Source: an optimization exercise on an open RTL-to-GDS flow (aim: small area). Production flows keep margins and buffers that such runs may drop. In this exercise RTL edits were held to simulation tests only and were not proved equivalent to the original. Power and IR drop assume default switching activity.

`flow/config.mk`:
```
export PLATFORM = sky130hd
export DESIGN_NAME = ecdh_operand_loader
export DESIGN_NICKNAME = ecdh_operand_loader
export VERILOG_FILES = /design/flow/design.v
export SDC_FILE = /design/flow/constraint.sdc
export NUM_CORES = 4
export LEC_CHECK = 0
export ABC_CLOCK_PERIOD_IN_PS = 50000
export CAP_MARGIN = 20
export CORE_MARGIN = 2
export CORE_UTILIZATION = 60
export SLEW_MARGIN = 20
```
`flow/constraint.sdc`:
```
create_clock -name core_clock -period 5.0 [get_ports {clk}]
set_input_delay 1.0000 -clock core_clock [delete_from_list [all_inputs] [get_ports {clk}]]
set_output_delay 1.0000 -clock core_clock [all_outputs]
set_load 0.01 [all_outputs]
```
`flow/design.v`:
```
module ecdh_operand_loader #(
  parameter int BW = 192,
  parameter int W = 32,
  parameter logic [BW-1:0] PRIME =
    192'hFFFFFFFFFFFFFFFFFFFFFFFFFFFFFFFEFFFFFFFFFFFFFFFF,
  parameter int TIMEOUT = 1 << 20
) (
  input  logic          clk,
  input  logic          rst,
  input  logic          in_valid,
  output logic          in_ready,
  input  logic [W-1:0]  in_data,
  input  logic          flush,
  output logic [BW-1:0] k,
  output logic [BW-1:0] Px,
  output logic [BW-1:0] Py,
  output logic          start,
  input  logic          mul_valid,
  output logic          busy,
  output logic          done,
  output logic          err,
  output logic [1:0]    err_code
);
  localparam int NW  = 3 * BW / W;      
  localparam int NWO = BW / W;          
  localparam int PW  = $clog2(NWO);     
  typedef enum logic [1:0] {
    S_LOAD,
    S_CHECK,
    S_FIRE,
    S_WAIT
  } state_t;
  state_t          state_q, state_d;
  logic [PW-1:0]   pos_q, pos_d;        
  logic [1:0]      opi_q, opi_d;        
  logic [3*BW-1:0] sr_q;
  logic            done_q, done_d;
  logic            err_q, err_d;
  logic [1:0]      code_q, code_d;
  logic            wdog_end;            
  logic            knz_q, knz_d;        
  logic            ge_q, ge_d;          
  logic            gt_q, gt_d;          
  logic            bad_q, bad_d;        
  logic            accept;
  logic            w_eq, w_gt;
  assign k  = sr_q[3*BW-1:2*BW];
  assign Px = sr_q[2*BW-1:BW];
  assign Py = sr_q[BW-1:0];
  assign in_ready = (state_q == S_LOAD);
  assign start    = (state_q == S_FIRE);
  assign busy     = (state_q == S_WAIT);
  assign done     = done_q;
  assign err      = err_q;
  assign err_code = code_q;
  assign accept = (state_q == S_LOAD) && !flush && in_valid;
  always_ff @(posedge clk) begin
    if (accept) sr_q <= {sr_q[3*BW-W-1:0], in_data};
  end
  if (TIMEOUT == (1 << 20)) begin : g_lfsr
    localparam logic [20:0] WD_END = 21'h0AABFF;
    logic [20:0] wd_q;
    always_ff @(posedge clk) begin
      wd_q <= {wd_q[19] & busy, wd_q[18:0], busy & ~(wd_q[20] ^ wd_q[18])};
    end
    assign wdog_end = (wd_q == WD_END);
  end else begin : g_count
    localparam int TW = $clog2(TIMEOUT);
    logic [TW-1:0] wd_q;
    always_ff @(posedge clk) begin
      wd_q <= busy ? wd_q + TW'(1) : '0;
    end
    assign wdog_end = (wd_q == TW'(TIMEOUT - 1));
  end
  function automatic logic [1:0] cmp_word(input logic [W-1:0] d,
                                          input logic [W-1:0] c);
    logic eq, gt;
    eq = 1'b1;
    gt = 1'b0;
    for (int i = W - 1; i >= 0; i--) begin
      gt = gt | (eq & d[i] & ~c[i]);
      eq = eq & (d[i] ~^ c[i]);
    end
    cmp_word = {gt, eq};
  endfunction
  function automatic logic [PW-1:0] pos_inc(input logic [PW-1:0] v);
    logic c;
    c = 1'b1;
    for (int i = 0; i < PW; i++) begin
      pos_inc[i] = v[i] ^ c;
      c = c & v[i];
    end
  endfunction
  always_comb begin
    w_eq = 1'b0;
    w_gt = 1'b0;
    for (int p = 0; p < NWO; p++) begin
      if (pos_q == PW'(p)) {w_gt, w_eq} = cmp_word(in_data, PRIME[BW-1-W*p -: W]);
    end
  end
  always_comb begin
    state_d = state_q;
    pos_d   = pos_q;
    opi_d   = opi_q;
    done_d  = 1'b0;
    err_d   = 1'b0;
    code_d  = code_q;
    knz_d   = knz_q;
    ge_d    = ge_q;
    gt_d    = gt_q;
    bad_d   = bad_q;
    unique case (state_q)
      S_LOAD: begin
        if (flush) begin
          pos_d = '0;
          opi_d = '0;
        end else if (in_valid) begin
          if (opi_q == 2'd0) begin
            knz_d = ((pos_q == '0) ? 1'b0 : knz_q) | (in_data != '0);
          end else begin
            if (pos_q == '0) begin
              ge_d = w_eq || w_gt;
              gt_d = w_gt;
            end else begin
              ge_d = ge_q && (gt_q || w_eq || w_gt);
              gt_d = gt_q || (ge_q && w_gt);
            end
            if (pos_q == PW'(NWO - 1))
              bad_d = ((opi_q == 2'd1) ? 1'b0 : bad_q) | ge_d;
          end
          if (pos_q == PW'(NWO - 1)) begin
            pos_d = '0;
            if (opi_q == 2'd2) begin
              opi_d   = '0;
              state_d = S_CHECK;
            end else begin
              opi_d = {opi_q[0], ~opi_q[0]};   
            end
          end else begin
            pos_d = pos_inc(pos_q);
          end
        end
      end
      S_CHECK: begin
        if (!knz_q) begin
          code_d  = 2'd1;
          err_d   = 1'b1;
          state_d = S_LOAD;
        end else if (bad_q) begin
          code_d  = 2'd2;
          err_d   = 1'b1;
          state_d = S_LOAD;
        end else begin
          code_d  = 2'd0;
          state_d = S_FIRE;
        end
      end
      S_FIRE: begin
        state_d = S_WAIT;
      end
      S_WAIT: begin
        if (mul_valid) begin
          done_d  = 1'b1;
          state_d = S_LOAD;
        end else if (wdog_end) begin
          code_d  = 2'd3;
          err_d   = 1'b1;
          state_d = S_LOAD;
        end
      end
      default: state_d = S_LOAD;
    endcase
  end
  always_ff @(posedge clk) begin
    knz_q <= knz_d;
    ge_q  <= ge_d;
    gt_q  <= gt_d;
    bad_q <= bad_d;
  end
  always_ff @(posedge clk or posedge rst) begin
    if (rst) begin
      state_q <= S_LOAD;
      pos_q   <= '0;
      opi_q   <= '0;
      done_q  <= 1'b0;
      err_q   <= 1'b0;
      code_q  <= 2'd0;
    end else begin
      state_q <= state_d;
      pos_q   <= pos_d;
      opi_q   <= opi_d;
      done_q  <= done_d;
      err_q   <= err_d;
      code_q  <= code_d;
    end
  end
endmodule
```
`flow/flow/run.sh`:
```
#!/bin/bash
# The standard layout (standard synthesis unchanged), with two changes:
#  - port buffers are the smallest buffer (buf_1) instead of the default pick
#  - CTS without dummy loads, with one clock buffer size and sized sink clusters
# The tools' full output goes to standard.log (and ORFS's own logs under orfs/logs).
bash standard.sh \
  'BUFFER_PORTS_ARGS=-buffer_cell sky130_fd_sc_hd__buf_1' \
  'CTS_ARGS=-sink_clustering_enable -repair_clock_nets -dont_use_dummy_load -sink_clustering_size 19 -sink_clustering_max_diameter 80 -buf_list sky130_fd_sc_hd__clkbuf_8' \
  finish > standard.log 2>&1
```
`flow/standard.sh`:
```
#!/bin/bash
# synth_recipe.tcl (not shown) runs the flow's synth.tcl, then flattens the netlist and writes it again
# the make line also repeats each setting of config.mk as NAME=value (left out here)
make -C /OpenROAD-flow-scripts/flow DESIGN_CONFIG=/design/flow/config.mk WORK_HOME=/design/flow/orfs CLKGATE_MAP_FILE= SYNTH_SCRIPT=/design/flow/synth_recipe.tcl "${@:-finish}"
```
==> metrics.md, run 1 <==
| Metric | Value |
|---|---|
| Dpl ws | `1.60 ns` |
| Arr. time, crit path | `around 3 ns` |
| Pin count of the biggest net entering global routing | `217` |
| Largest family of logic cells by synthesized area | `simple AND/OR/NAND/NOR gates` |
| Die area | `32,700 um^2` |
| Post-synthesis adder-cell area fraction | `less than 1%` |
| Skew-Pair Late Insertion Delay | `0.56 ns` |
| Setup TNS Final | `0 ns` |
| Crit. End Element | `flip-flop` |
| Initial detailed-routing violation count | `938` |
| Clock root cell | `clkbuf_8` |
| Hold bufs inserted after CTS | `0` |
| Vias per cell | `about 5.3` |
| Total routed wirelength | `~46,000 um` |
| CP Class | `reg2reg` |
| Register share of total power | `68.1%` |
| Yosys warns | `1` |
| Worst slew margin | `49.2%` |
| Mux contribution to synthesized area | `0.0533%` |
| Num CTS Buffers | `38` |
| Ys flop type | `edfxtp_1` |
| Mean post-synth cell area | `between 20 and 30 um^2` |
| Synth-to-layout area growth | `18.3%` |
| Row cnt | `64` |
| Synth Register Bits | `612` |
| Total power | `9.63 mW` |
| Core area | `just over 30,000 um^2` |
| Input/output buffers | `around 620` |
| Synth Area in Simple Gates | `2.23%` |
| Vias in the first global route | `9,099` |
| Startpoint types | `flip-flop` |
| Static leakage | `6.88 nW` |
| CTS tree | `done` |
| Setup ws final | `2.19 ns` |
| Die height | `roughly 180 um` |
| # DRC | `0` |
| Clk pwr share | `21.3%` |
| Final period utilization | `56.2%` |
| H-Tree Depth | `2` |
| RSZ-0062 raised after global routing | `false` |
| Worst Skew | `0.0462 ns` |
| Final Critical Period | `2.81 ns` |
| Clk slew on worst S/H paths | `0.11 ns` |
| Nets | `roughly 1,400` |
| Sequential fraction of the synthesis area | `96.5%` |
| Drt wl/cell | `around 26 um` |
| Antenna violations before repair | `0` |
| Hpwl dp | `between 30,000 and 40,000 um` |
| Cells after Synth | `718` |
| F_max | `about 0.36 GHz` |
| Post-CTS Setup Bufs | `0` |
| Fin util | `72.4%` |
| CP required | `5.20 ns` |
| Synth async-reset ratio | `1.80%` |
| Post-route antenna net violation count | `0` |
| P per Cell Area | `434 nW/um^2` |
| Compound-cell area share of the yosys netlist | `less than 1%` |
| Vias | `9,462` |
| Total track usage | `27.2%` |
| Clock sinks | `612` |
| First-pass GRT wire length | `approximately 63,000 um` |
| Final GP Congestion | `0.916` |
| Xor and xnor area share after synthesis | `0.0467%` |
| Switch Pwr | `about 2.4 mW` |
| HP Class | `reg2reg` |
| Syn nets | `756` |
| Mapped cell area | `18,800 um^2` |
| Slew Limit Fails | `0` |
| Worst-Margin Slew | `0.755 ns` |
| # IOs | `620` |
| Final setup fails | `0` |
| Gate power share | `10.6%` |
| Longest Clk Path Bufs | `3` |
| Peak VDD IR | `approximately 0.31 mV` |
| Switching share of power | `about a quarter` |
| Internal power | `7.21 mW` |
| Fin. Hold Viols | `0` |
| Die X | `between 150 and 200 um` |
| Antenna fix cells | `0` |
| Share of cells above drive strength 1 | `3.98%` |
| Post-synth EDFFs | `580` |
| First-pass detailed-route iteration total | `5` |
| Gr ovfl total | `0` |
| Starting Density | `61.2%` |
| CTS resizes | `0` |
| Max-cap violations | `0` |
| Synth cell types | `42` |
| Worst-path fanout max | `216` |
| Status | `complete, no violations` |
==> synthesized netlist by cell type (2+ instances only) <==
cell / number / area share [%]
and3_1: 2 / 0.067
dfrtp_1: 11 / 1.5
dfxtp_1: 21 / 2.2
edfxtp_1: 580 / 93
inv_1: 6 / 0.12
nand2_1: 17 / 0.34
nand3_1: 3 / 0.080
nand3b_1: 2 / 0.080
nand4_1: 11 / 0.37
nor2_1: 9 / 0.18
nor2_2: 3 / 0.10
nor2b_1: 4 / 0.13
nor3_1: 4 / 0.11
nor4_1: 10 / 0.33
o21ai_0: 6 / 0.16
o21ai_1: 3 / 0.080
==> sequential cells by signal, summed over array words and instances, names as in the netlist, named ones only <==
register and cells:
bad_q 1, code_q 2, done_q 1, err_q 1, g_lfsr.wd_q 21, ge_q 1
gt_q 1, knz_q 1, opi_q 2, pos_q 3, sr_q 576, state_q 1
==> layer usage <==
| metal | part of all wire, % | track usage, % |
|---|---|---|
| met2 | 53 | 47.9 |
| met1 | 35 | 31.8 |
| met5 | 0 | 0 |
| met3 | 9.1 | 8.63 |
| met4 | 3.5 | 9.03 |
==> power groups by stage <==
stage	sequential (mW)	clock, mW	combinational (mW)
after floorplan	6.84	0	0.317
after global placement	6.64	0	1.03
after detailed placement	6.67	0	1.04
after CTS	6.56	2.09	1.04
after global routing	6.62	2.27	1.09
final	6.56	2.05	1.02
==> layout make-up <==
class	count	area, um^2
Inverter	7	52.6
Clock buffer	38	523
Tap cell	396	495
Multi-Input combinational cell	97	608
Fill cell	1960	8470
Timing Repair Buffer	627	2410
Sequential cell	612	18100
==> worst max-delay path, cell delays in order, from the launching register on <==
cell       delay, ns
dfrtp_1         0.47
nor2_2          0.20
nand3b_1        0.45
clkinv_16       0.64
buf_4           0.64
==> cells in the final DEF (no fill, tap or decap), types with 3 or more instances in the layout <==
| master | instances |
|---|---|
| inv_1 | 6 |
| nor2_1 | 9 |
| nand2_1 | 17 |
| edfxtp_1 | 580 |
| o21ai_1 | 3 |
| nor4_1 | 10 |
| nor3_1 | 4 |
| dfxtp_1 | 21 |
| nor2b_1 | 4 |
| buf_4 | 6 |
| nand3_1 | 3 |
| dfrtp_1 | 11 |
| clkbuf_8 | 38 |
| buf_1 | 619 |
| nor2_2 | 3 |
| nand4_1 | 11 |
| o21ai_0 | 6 |
==> final timing paths <==
kind	start	endpoint	slack, ns	depth (start not counted)
worst max-delay path	state_q[0]$_DFFE_PP0P_	sr_q[161]$_DFFE_PP_	2.19	4
worst min-delay path	g_lfsr.wd_q[16]$_DFF_P_	g_lfsr.wd_q[17]$_DFF_P_	0.34	0
worst max register to register	state_q[0]$_DFFE_PP0P_	sr_q[161]$_DFFE_PP_	2.19	4
worst min register to register	g_lfsr.wd_q[16]$_DFF_P_	g_lfsr.wd_q[17]$_DFF_P_	0.34	0
max in group asynchronous	rst	pos_q[1]$_DFFE_PP0P_	4.23	2
min in group asynchronous	rst	state_q[0]$_DFFE_PP0P_	0.43	2
==> through the flow <==
stage                     std cells  cell area [um^2]  hold WS (ns)
after detailed placement       1739             21700         0.332
after floorplan                 718             18800         0.322
after global placement         1739             21700         0.329
final                          1777             22200         0.336
after global routing           1777             22200         0.345
after CTS                      1777             22200         0.344
==> cells by family after synthesis <==
| logic type | after synthesis |
|---|---|
| compound gates | 21 |
| xor+xnor | 1 |
| fa+ha+maj | 1 |
| buf+inv | 9 |
| flops | 612 |
| mux | 1 |
| simple gates | 73 |
==> inputs of run 2 (changes only) <==
--- a/flow/config.mk
+++ b/flow/config.mk
@@ -5,7 +5,6 @@
 export SDC_FILE = /design/flow/constraint.sdc
 export NUM_CORES = 4
 export LEC_CHECK = 0
-export ABC_CLOCK_PERIOD_IN_PS = 50000
 export CAP_MARGIN = 20
 export CORE_MARGIN = 2
 export CORE_UTILIZATION = 60
==> run 2 against run 1 <==
  * Still clean on timing, DRC and antenna
  * Global-route usage did not move
  * Critical path type unchanged
  * Sequential power barely moved
  * Sequential share of layout area did not move
  * Setup slack is the same
==> metrics.md, run 2 <==
| Metric | Value |
|---|---|
| Worst Skew | `0.0462 ns (unchanged)` |
| Dominant cell type by area after synthesis | `edfxtp_1 (unchanged)` |
| First-pass detailed-route iteration total | `5 (unchanged)` |
| Final period utilization | `56.2% (unchanged)` |
| Peak VDD IR | `0.311 mV (unchanged)` |
| Worst-path fanout max | `216 (unchanged)` |
| Longest Clk Path Bufs | `3 (unchanged)` |
| Post-route cell area | `22,200 um^2 (unchanged)` |
| Die area | `32,700 um^2 (unchanged)` |
| Status | `complete, no violations (unchanged)` |
| Nets | `1,421 (unchanged)` |
| CP cell instances | `nor2_2 > nand3b_1 > clkinv_16 > buf_4 (unchanged)` |
| Ys flop type | `edfxtp_1 (unchanged)` |
| Startpoint types | `flip-flop (unchanged)` |
| Largest cells by area after synthesis | `edfxtp_1, dfxtp_1, dfrtp_1 (unchanged)` |
| Syn nets | `756 (unchanged)` |
| CTS tree | `done (unchanged)` |
| Vias | `9,462 (unchanged)` |
| Synth cell types | `42 (unchanged)` |
| Max-cap violations | `0 (unchanged)` |
| Skew-Pair Late Insertion Delay | `0.56 ns (about the same)` |
| Clk slew on worst S/H paths | `0.11 ns (about the same)` |
| M2 GR Usage | `47.9% (unchanged)` |
| Commonest non-fill, non-tap cells in the layout | `buf_1, edfxtp_1, clkbuf_8 (unchanged)` |
| Fillcell total | `1,960 (unchanged)` |
| Die height | `181 um (unchanged)` |
| Fin. Hold Viols | `0 (unchanged)` |
| Mapped cell area | `18,800 um^2 (unchanged)` |
| Most common cell in the synthesized netlist | `edfxtp_1 (unchanged)` |
| First-pass GRT wire length | `62,800 um (unchanged)` |
| Setup TNS Final | `0 ns (unchanged)` |
| Post-route antenna net violation count | `0 (unchanged)` |
| Commonest non-fill, non-tap cell in the layout | `buf_1 (unchanged)` |
| GRT busiest layer | `met2 (unchanged)` |
| Crit. End Element | `flip-flop (unchanged)` |
| Starting Density | `61.2% (unchanged)` |
| # DRC | `0 (unchanged)` |
| Synth Area in Simple Gates | `2.23% (unchanged)` |
| Slowest stage delay, CP | `0.64 ns (about the same)` |
| Xor and xnor area share after synthesis | `0.0467% (unchanged)` |
| Post-synthesis adder-cell area fraction | `0.0667% (unchanged)` |
| Final Critical Period | `2.81 ns (unchanged)` |
| Top flop regs | `sr_q x576, g_lfsr.wd_q x21, pos_q x3 (unchanged)` |
| Sequential fraction of the synthesis area | `96.5% (unchanged)` |
| Vias in the first global route | `9,099 (unchanged)` |
| Arr. time, crit path | `3.01 ns (about the same)` |
| Critical path's top delay family | `buffers and inverters (unchanged)` |
| Vias per cell | `5.32 (unchanged)` |
| Initial detailed-routing violation count | `938 (unchanged)` |
| Clock root cell | `clkbuf_8 (unchanged)` |
| Routing usage on met1 | `31.8% (unchanged)` |
| HP Class | `reg2reg (unchanged)` |
| Yosys warns | `1 (unchanged)` |
| Row cnt | `64 (unchanged)` |
| Antenna fix cells | `0 (unchanged)` |
| Mux contribution to synthesized area | `0.0533% (unchanged)` |
| Placement Cell Area | `21,700 um^2 (unchanged)` |
| Max reg flops | `576 (unchanged)` |
| # IOs | `620 (unchanged)` |
| Slew Limit Fails | `0 (unchanged)` |
| Gr ovfl total | `0 (unchanged)` |
| Worst-Margin Slew | `0.755 ns (unchanged)` |
| CP required | `5.20 ns (about the same)` |
| Hpwl dp | `35,300 um (unchanged)` |
| Total routed wirelength | `45,800 um (unchanged)` |
| Synth async-reset ratio | `1.80% (unchanged)` |
| Pin count of the biggest net entering global routing | `217 (unchanged)` |
| Antenna violations before repair | `0 (unchanged)` |
| Hold bufs inserted after CTS | `0 (unchanged)` |
| Die X | `181 um (unchanged)` |
| Share of cells above drive strength 1 | `3.98% (unchanged)` |
| Num CTS Buffers | `38 (unchanged)` |
| Input/output buffers | `619 (unchanged)` |
| Cells after Synth | `718 (unchanged)` |
| Synth-to-layout area growth | `18.3% (unchanged)` |
| Post-CTS Setup Bufs | `0 (unchanged)` |
| RSZ-0062 raised after global routing | `false (unchanged)` |
| F_max | `0.356 GHz (unchanged)` |
| Static leakage | `6.88 nW (unchanged)` |
| Mean post-synth cell area | `26.1 um^2 (unchanged)` |
| Synth top area share | `92.8% (unchanged)` |
| P per Cell Area | `434 nW/um^2 (unchanged)` |
| Largest family of logic cells by synthesized area | `simple AND/OR/NAND/NOR gates (unchanged)` |
| Total track usage | `27.2% (unchanged)` |
| Final GP Congestion | `0.916 (unchanged)` |
| H-Tree Depth | `2 (unchanged)` |
| CP max-delay cell | `clkinv_16 (unchanged)` |
| Final setup fails | `0 (unchanged)` |
| Compound-cell area share of the yosys netlist | `0.847% (unchanged)` |
| Biggest register | `sr_q (unchanged)` |
| Worst slew margin | `49.2% (unchanged)` |
| Clock sinks | `612 (unchanged)` |
| Drt wl/cell | `25.8 um (unchanged)` |
| Post-synth EDFFs | `580 (unchanged)` |
| GR Util met3 | `8.63% (unchanged)` |
| Flop2flop setup slack | `2.19 ns (about the same)` |
| Core area | `30,700 um^2 (unchanged)` |
| Worst path buffer plus inverter count | `2 (unchanged)` |
| CP Class | `reg2reg (unchanged)` |
| Synth Register Bits | `612 (unchanged)` |
| Most frequent cells after synthesis | `edfxtp_1, dfxtp_1, nand2_1 (unchanged)` |
| CTS resizes | `0 (unchanged)` |
[run 2: cell counts in the layout (fill, tap and decap cells not counted)]
No cell type changed its count.
[run 2: final timing paths]
path                                         start                 endpoint  cells past startpoint
max                         state_q[0]$_DFFE_PP0P_      sr_q[161]$_DFFE_PP_                      4
min                        g_lfsr.wd_q[16]$_DFF_P_  g_lfsr.wd_q[17]$_DFF_P_                      0
max reg2reg                 state_q[0]$_DFFE_PP0P_      sr_q[161]$_DFFE_PP_                      4
min reg2reg                g_lfsr.wd_q[16]$_DFF_P_  g_lfsr.wd_q[17]$_DFF_P_                      0
max in group asynchronous                      rst     pos_q[1]$_DFFE_PP0P_                      2
min in group asynchronous                      rst   state_q[0]$_DFFE_PP0P_                      2
[run 2: cells by family (layout without fill, tap and decap cells)]
| family | after synthesis | in the layout |
|---|---|---|
| DFF | 612 | 612 |
| and+or+nand+nor | 73 | 73 |
| xor gates and xnor gates | 1 | 1 |
| buffers and inverters | 9 | 672 |
| AOI/OAI and AO/OA | 21 | 21 |
| muxes | 1 | 1 |
| adders and majority gates | 1 | 1 |
[run 2: where the power goes]
part	leakage, nW	internal, mW	switching (mW)	total (mW)
Combinational	1.03	0.237	0.784	1.02
Clock	0.273	0.691	1.36	2.05
Sequential	5.58	6.28	0.279	6.56
[run 2: layer usage]
layer / up-vias / routed length, um
li1: 4173 / -
met1: 4705 / 15900
met2: 501 / 24100
met3: 83 / 4170
met4: 0 / 1610
met5: - / 0
[run 2: area by class of cell]
| type | count | area (um^2) | share of cell area, % |
|---|---|---|---|
| inverters | 7 | 52.6 | 0.237 |
| repair buffers | 627 | 2410 | 10.8 |
| well taps | 396 | 495 | 2.23 |
| multi-input cells | 97 | 608 | 2.74 |
| flip-flops and latches | 612 | 18100 | 81.6 |
| clock buffers | 38 | 523 | 2.36 |
[run 2: metrics by stage]
stage	total power [mW]	setup slack, ns	std cells	hold slack, ns	util [%]
after floorplan	7.16	0.520	718	0.322	-
after global placement	7.67	1.67	1739	0.329	70.7
after detailed placement	7.71	1.60	1739	0.332	70.7
after CTS	9.69	2.16	1777	0.344	72.4
after global routing	9.98	1.95	1777	0.345	72.4
final	9.63	2.19	1777	0.336	72.4

afterwards: timing with drivers on the ports:
The results above use ideal ports. As a check the final layouts listed here were re-extracted and re-timed, cells and wires unchanged. Step 1 sets driving cells, clkbuf_16 on the clock port and buf_2 on the other inputs (assumed; they add their load-dependent delay and slew). Step 2 adds t to the input delays and takes it off the output delays; t is the mean of the earliest and latest rising clock arrival at the registers after step 1. Input paths then give back, and output paths get back, about the clock's delay inside the block. Slacks: ideal ports / drivers / drivers and shift; pairs: ideal ports / drivers.
| run | t (ns) | setup WS [ns] | worst setup path at the end | slew at the worst register clock pin (ns) |
|---|---|---|---|---|
| run 1 | 0.589 | 2.188 / 2.188 / 1.617 | input to register | 0.11 / 0.11 |
| run 2 | 0.589 | 2.188 / 2.188 / 1.617 | input to register | 0.11 / 0.11 |
After both steps setup and hold are still met in every run listed.
